This design comes from an exercise in tuning for small area and a short achievable clock period on the open sky130 flow, not from production work.
The RTL was checked by simulation tests, not by an equivalence proof against the original design.
No activity file was given, so power comes from the tool's default toggle rates.

==> module bmu_bitlogic, before the edit <==
module bmu_bitlogic (
  input  logic [xlen-1:0]    rot,
  input  logic [xlen-1:0]    b,
  input  logic [xlen-1:0]    csr_rddata,
  input  logic               csr_ren,
  input  logic               sll,
  input  logic               srl_sra,
  input  logic               bitop,     
  input  logic               packu,
  input  logic [19:0]        tt,        
  output logic [xlen-1:0]    lout
);
  logic [shamt_w-1:0] s;
  logic [xlen-1:0]    therm;      
  logic [xlen-1:0]    tx;
  logic [xlen-1:0]    x;
  assign s = b[shamt_w-1:0];
  always_comb begin
    for (int i = 0; i < xlen; i++) begin
      therm[i] = (i >= s);
    end
  end
  always_comb begin
    for (int i = 0; i < xlen; i++) begin
      if (srl_sra) begin
        tx[i] = therm[xlen-1-i];
      end else begin
        tx[i] = therm[i] & ~((i == 0) ? 1'b0 : (bitop & therm[i-1]));
      end
    end
  end
  always_comb begin
    for (int i = 0; i < xlen; i++) begin
      if (csr_ren) begin
        x[i] = csr_rddata[i];
      end else if (sll | srl_sra | bitop) begin
        x[i] = tx[i];
      end else if (packu & (i < 16)) begin
        x[i] = b[(i + 16) % xlen];
      end else begin
        x[i] = b[i];
      end
    end
  end
  for (genvar i = 0; i < xlen; i++) begin : g_bit
    localparam int r = (i == 0) ? 0 : (i < 8) ? 1 : i / 8 + 1;
    logic [3:0] t;
    assign t       = tt[4*r +: 4];
    assign lout[i] = rot[i] ? (x[i] ? t[3] : t[2]) : (x[i] ? t[1] : t[0]);
  end
endmodule
==> module bit_manipulation_unit, before the edit <==
module bit_manipulation_unit (
  input  logic              clk,
  input  logic              rst_n,
  input  logic              valid_in,
  input  bmu_pkg::bmu_op_t  op,
  input  logic              csr_ren,
  input  logic [xlen-1:0]   csr_rddata,
  input  logic [xlen-1:0]   a,
  input  logic [xlen-1:0]   b,
  output logic [xlen-1:0]   result,
  output logic              result_valid,
  output logic              error
);
  localparam logic [3:0] T_A    = 4'b1100;
  localparam logic [3:0] T_X    = 4'b1010;
  localparam logic [3:0] T_AND  = 4'b1000;
  localparam logic [3:0] T_ANDN = 4'b0100;
  localparam logic [3:0] T_OR   = 4'b1110;
  localparam logic [3:0] T_XOR  = 4'b0110;
  localparam logic [3:0] T_ORN  = 4'b1101;
  localparam logic [3:0] T_XNOR = 4'b1001;
  logic [shamt_w-1:0] s;
  logic               nc;
  logic               rev8, orcb;
  logic               shn, bitop;
  logic [xlen-1:0]    rot;
  logic [xlen-1:0]    sum;
  logic               lt;
  logic               adder_sel;
  logic [xlen-1:0]    lout;
  logic [19:0]        tt;
  logic [cnt_w-1:0]   low;
  logic [xlen-1:0]    mid;
  logic [3:0]         nzb;
  logic               sel_a, fill;
  logic               mm_a, mm_b;
  logic               csr_sel;
  logic               err_d;
  logic [xlen-1:0]    result_d;
  assign s  = b[shamt_w-1:0];
  assign nc = ~csr_ren;
  assign rev8 = op.grev & (s == 5'd24);
  assign orcb = op.gorc & (s == 5'd7);
  assign shn   = op.sh1add | op.sh2add | op.sh3add;
  assign bitop = op.bset | op.bclr | op.binv;
  bmu_shifter u_shifter (
    .a      (a),
    .s      (s),
    .sll    (op.sll),
    .rol    (op.rol),
    .srl    (op.srl),
    .sra    (op.sra),
    .ror    (op.ror),
    .bext   (op.bext),
    .pack   (op.pack),
    .packh  (op.packh),
    .grev   (op.grev),
    .rot    (rot)
  );
  bmu_adder u_adder (
    .a      (a),
    .zba    (op.zba),
    .sh1    (op.sh1add),
    .sh2    (op.sh2add),
    .sh3    (op.sh3add),
    .b      (b),
    .sub    (op.sub),
    .sum    (sum)
  );
  bmu_compare u_compare (
    .a      (a),
    .b      (b),
    .unsign (op.unsign),
    .lt     (lt)
  );
  assign adder_sel = nc & (op.add | (op.zba & ~op.sub) |
                           (op.sub & ~op.zba & ~op.slt & ~op.min & ~op.max));
  bmu_bitcount u_bitcount (
    .a     (a),
    .clz   (nc & op.clz),
    .ctz   (nc & op.ctz),
    .cpop  (nc & op.cpop),
    .oth   (mid[cnt_w-1:0]),
    .res   (low),
    .nzb   (nzb)
  );
  assign sel_a = op.min ? lt : ~lt;
  assign fill  = a[xlen-1];
  always_comb begin
    logic [3:0] tcom;
    tcom = ({4{op.land & ~op.zbb}} & T_AND)  |
           ({4{op.lor  & ~op.zbb}} & T_OR)   |
           ({4{op.lxor & ~op.zbb}} & T_XOR)  |
           ({4{op.land &  op.zbb}} & T_ANDN) |
           ({4{op.lor  &  op.zbb}} & T_ORN)  |
           ({4{op.lxor &  op.zbb}} & T_XNOR) |
           ({4{op.sll}}            & T_AND)  |
           ({4{op.srl}}            & T_AND)  |
           ({4{op.sra}}            & {1'b1, fill, 1'b0, fill}) |
           ({4{op.rol | op.ror | rev8}} & T_A) |
           ({4{op.bset}}           & T_OR)   |
           ({4{op.bclr}}           & T_ANDN) |
           ({4{op.binv}}           & T_XOR);
    for (int r = 0; r < 5; r++) begin
      tt[4*r +: 4] = tcom;
      if (r == 0) tt[4*r +: 4] |= {4{op.bext}} & T_A;
      if (r <= 1) tt[4*r +: 4] |= {4{op.sext_b}} & T_A;
      else        tt[4*r +: 4] |= {4{op.sext_b & a[7]}};
      if (r <= 2) tt[4*r +: 4] |= {4{op.sext_h}} & T_A;
      else        tt[4*r +: 4] |= {4{op.sext_h & a[15]}};
      if (r <= 2) tt[4*r +: 4] |= {4{op.pack | op.packu}} & T_X;
      else        tt[4*r +: 4] |= {4{op.pack | op.packu}} & T_A;
      if (r <= 1) tt[4*r +: 4] |= {4{op.packh}} & T_X;
      if (r == 2) tt[4*r +: 4] |= {4{op.packh}} & T_A;
      tt[4*r +: 4] |= {4{orcb & nzb[(r == 0) ? 0 : r - 1]}};
      tt[4*r +: 4] &= {4{nc}};
      tt[4*r +: 4] |= {4{csr_sel}} & T_X;
    end
  end
  bmu_bitlogic u_bitlogic (
    .rot        (rot),
    .b          (b),
    .csr_rddata (csr_rddata),
    .csr_ren    (csr_ren),
    .sll        (op.sll),
    .srl_sra    (op.srl | op.sra),
    .bitop      (bitop),
    .packu      (op.packu),
    .tt         (tt),
    .lout       (lout)
  );
  assign csr_sel = csr_ren & (op == '0);
  assign err_d = (csr_ren & (op != '0)) |
                 (~op.zba & shn) |
                 (op.zba & op.sub);
  assign mm_a = nc & (op.min | op.max) & sel_a;
  assign mm_b = nc & (op.min | op.max) & ~sel_a;
  assign mid = lout | ({xlen{adder_sel}} & sum) |
               ({xlen{mm_a}} & a) | ({xlen{mm_b}} & b) |
               {{(xlen-1){1'b0}}, nc & op.slt & lt};
  assign result_d = {mid[xlen-1:cnt_w], low};
  always_ff @(posedge clk or negedge rst_n) begin
    if (!rst_n) begin
      result       <= '0;
      error        <= 1'b0;
      result_valid <= 1'b0;
    end else begin
      result_valid <= valid_in;
      if (valid_in) begin
        result <= result_d;
        error  <= err_d;
      end
    end
  end
endmodule
export LEC_CHECK = 0
export CAP_MARGIN = 20
export CORE_MARGIN = 2
export CORE_UTILIZATION = 30
export SLEW_MARGIN = 20
create_clock -name core_clock -period 7.0 [get_ports {clk}]
standard.sh (not shown) runs the stock make flow with config.mk's settings and CLKGATE_MAP_FILE= SYNTH_SCRIPT=/design/flow/synth_recipe.tcl, a recipe that flattens the netlist after the stock synthesis.
==> flow/flow/run.sh <==
#!/bin/bash
# Own layout flow: the standard flow (standard.sh) with
#  - synthesis kept hierarchical per module until the final flatten, and the
#    ABC mapping script replaced by flow/area.abc (delay mapping with area
#    recovery, no blanket upsizing); everything else in synth_recipe.tcl unchanged
#  - plain buf_2 port buffers instead of delay cells
#  - timing repair aimed at a setup slack margin up to CTS, and no second
#    repair pass after global routing
# Each step's full output goes to log_<step>.txt in this folder.
set -euo pipefail
HERE=$(pwd)
cat > "$HERE/own_synth.tcl" <<TCL
# replace the -script of ORFS's abc call, then run the standard flow's synthesis as is
proc abc {args} {
  set i [lsearch -exact \$args -script]
  if {\$i >= 0} { lset args [expr {\$i + 1}] $HERE/flow/area.abc }
  yosys abc {*}\$args
}
source $HERE/synth_recipe.tcl
TCL
ARGS=(
  "SYNTH_SCRIPT=$HERE/own_synth.tcl"
  "SYNTH_HIERARCHICAL=1"
  "SYNTH_MINIMUM_KEEP_SIZE=0"
  "BUFFER_PORTS_ARGS=-buffer_cell sky130_fd_sc_hd__buf_2"
  "SETUP_SLACK_MARGIN=2.5"
  "SKIP_INCREMENTAL_REPAIR=1"
)
for step in synth floorplan place cts route finish; do
  bash standard.sh "${ARGS[@]}" "$step" > "log_$step.txt" 2>&1
done
==> flow/flow/area.abc <==
&get -n
&st
&dch
&nf -R 1000
&put
topo
stime -c
Then changed:
--- a/flow/design.v
+++ b/flow/design.v
@@ -431,6 +431,8 @@
   input  logic [xlen-1:0]    rot,
   input  logic [xlen-1:0]    b,
   input  logic [xlen-1:0]    csr_rddata,
+  input  logic [xlen-1:0]    q,         
+  input  logic               idle,
   input  logic               csr_ren,
   input  logic               sll,
   input  logic               srl_sra,
@@ -460,7 +462,9 @@
   end
   always_comb begin
     for (int i = 0; i < xlen; i++) begin
-      if (csr_ren) begin
+      if (idle) begin
+        x[i] = q[i];
+      end else if (csr_ren) begin
         x[i] = csr_rddata[i];
       end else if (sll | srl_sra | bitop) begin
         x[i] = tx[i];
@@ -520,7 +524,7 @@
   logic               err_d;
   logic [xlen-1:0]    result_d;
   assign s  = b[shamt_w-1:0];
-  assign nc = ~csr_ren;
+  assign nc = valid_in & ~csr_ren;
   assign rev8 = op.grev & (s == 5'd24);
   assign orcb = op.gorc & (s == 5'd7);
   assign shn   = op.sh1add | op.sh2add | op.sh3add;
@@ -596,13 +600,15 @@
       if (r == 2) tt[4*r +: 4] |= {4{op.packh}} & T_A;
       tt[4*r +: 4] |= {4{orcb & nzb[(r == 0) ? 0 : r - 1]}};
       tt[4*r +: 4] &= {4{nc}};
-      tt[4*r +: 4] |= {4{csr_sel}} & T_X;
+      tt[4*r +: 4] |= {4{csr_sel | ~valid_in}} & T_X;
     end
   end
   bmu_bitlogic u_bitlogic (
     .rot        (rot),
     .b          (b),
     .csr_rddata (csr_rddata),
+    .q          (result),
+    .idle       (~valid_in),
     .csr_ren    (csr_ren),
     .sll        (op.sll),
     .srl_sra    (op.srl | op.sra),
@@ -611,7 +617,7 @@
     .tt         (tt),
     .lout       (lout)
   );
-  assign csr_sel = csr_ren & (op == '0);
+  assign csr_sel = valid_in & csr_ren & (op == '0);
   assign err_d = (csr_ren & (op != '0)) |
                  (~op.zba & shn) |
                  (op.zba & op.sub);
@@ -628,8 +634,8 @@
       result_valid <= 1'b0;
     end else begin
       result_valid <= valid_in;
+      result <= result_d;
       if (valid_in) begin
-        result <= result_d;
         error  <= err_d;
       end
     end
Power came out lower by 0.87%. Cell count goes up by 1.2%. Die area rose by 0.73%. Sequential power increases by 13%. Clock skew stays the same. Global-route usage increases by 1.2 points. Fmax grows by 4.6%. Setup slack gains 0.22 ns. Flip-flop and latch count stays the same. Sequential share of layout area barely changes. Final area stays flat. Critical path depth is unchanged.

static timing again, ports no longer ideal:
How much do the figures lean on ideal ports? The routed layouts below were timed once more, with nothing changed but the port constraints. Step 1 assumes that a clkbuf_16 drives the clock port and a buf_2 every other input. Step 2 times the ports against the registers' clock, not the clock port: input delays grow and output delays shrink by t, the midpoint of the rising clock arrivals with the driver on. Three values: no drivers, after step 1, after step 2; two values: the first two.
run | shift t [ns] | setup slack, ns | worst setup path after step 2 | slew at the worst register clock pin (ns)
the first run | 0.335 | 2.128 / 2.137 / 1.802 | input to register | 0.07 / 0.07
the second run | 0.340 | 2.344 / 2.361 / 2.021 | input to register | 0.07 / 0.07
After both steps every run listed still meets setup and hold. For the first run, which loses most, drivers alone change the setup slack by +0.009 ns; drivers and shift together by -0.326 ns.
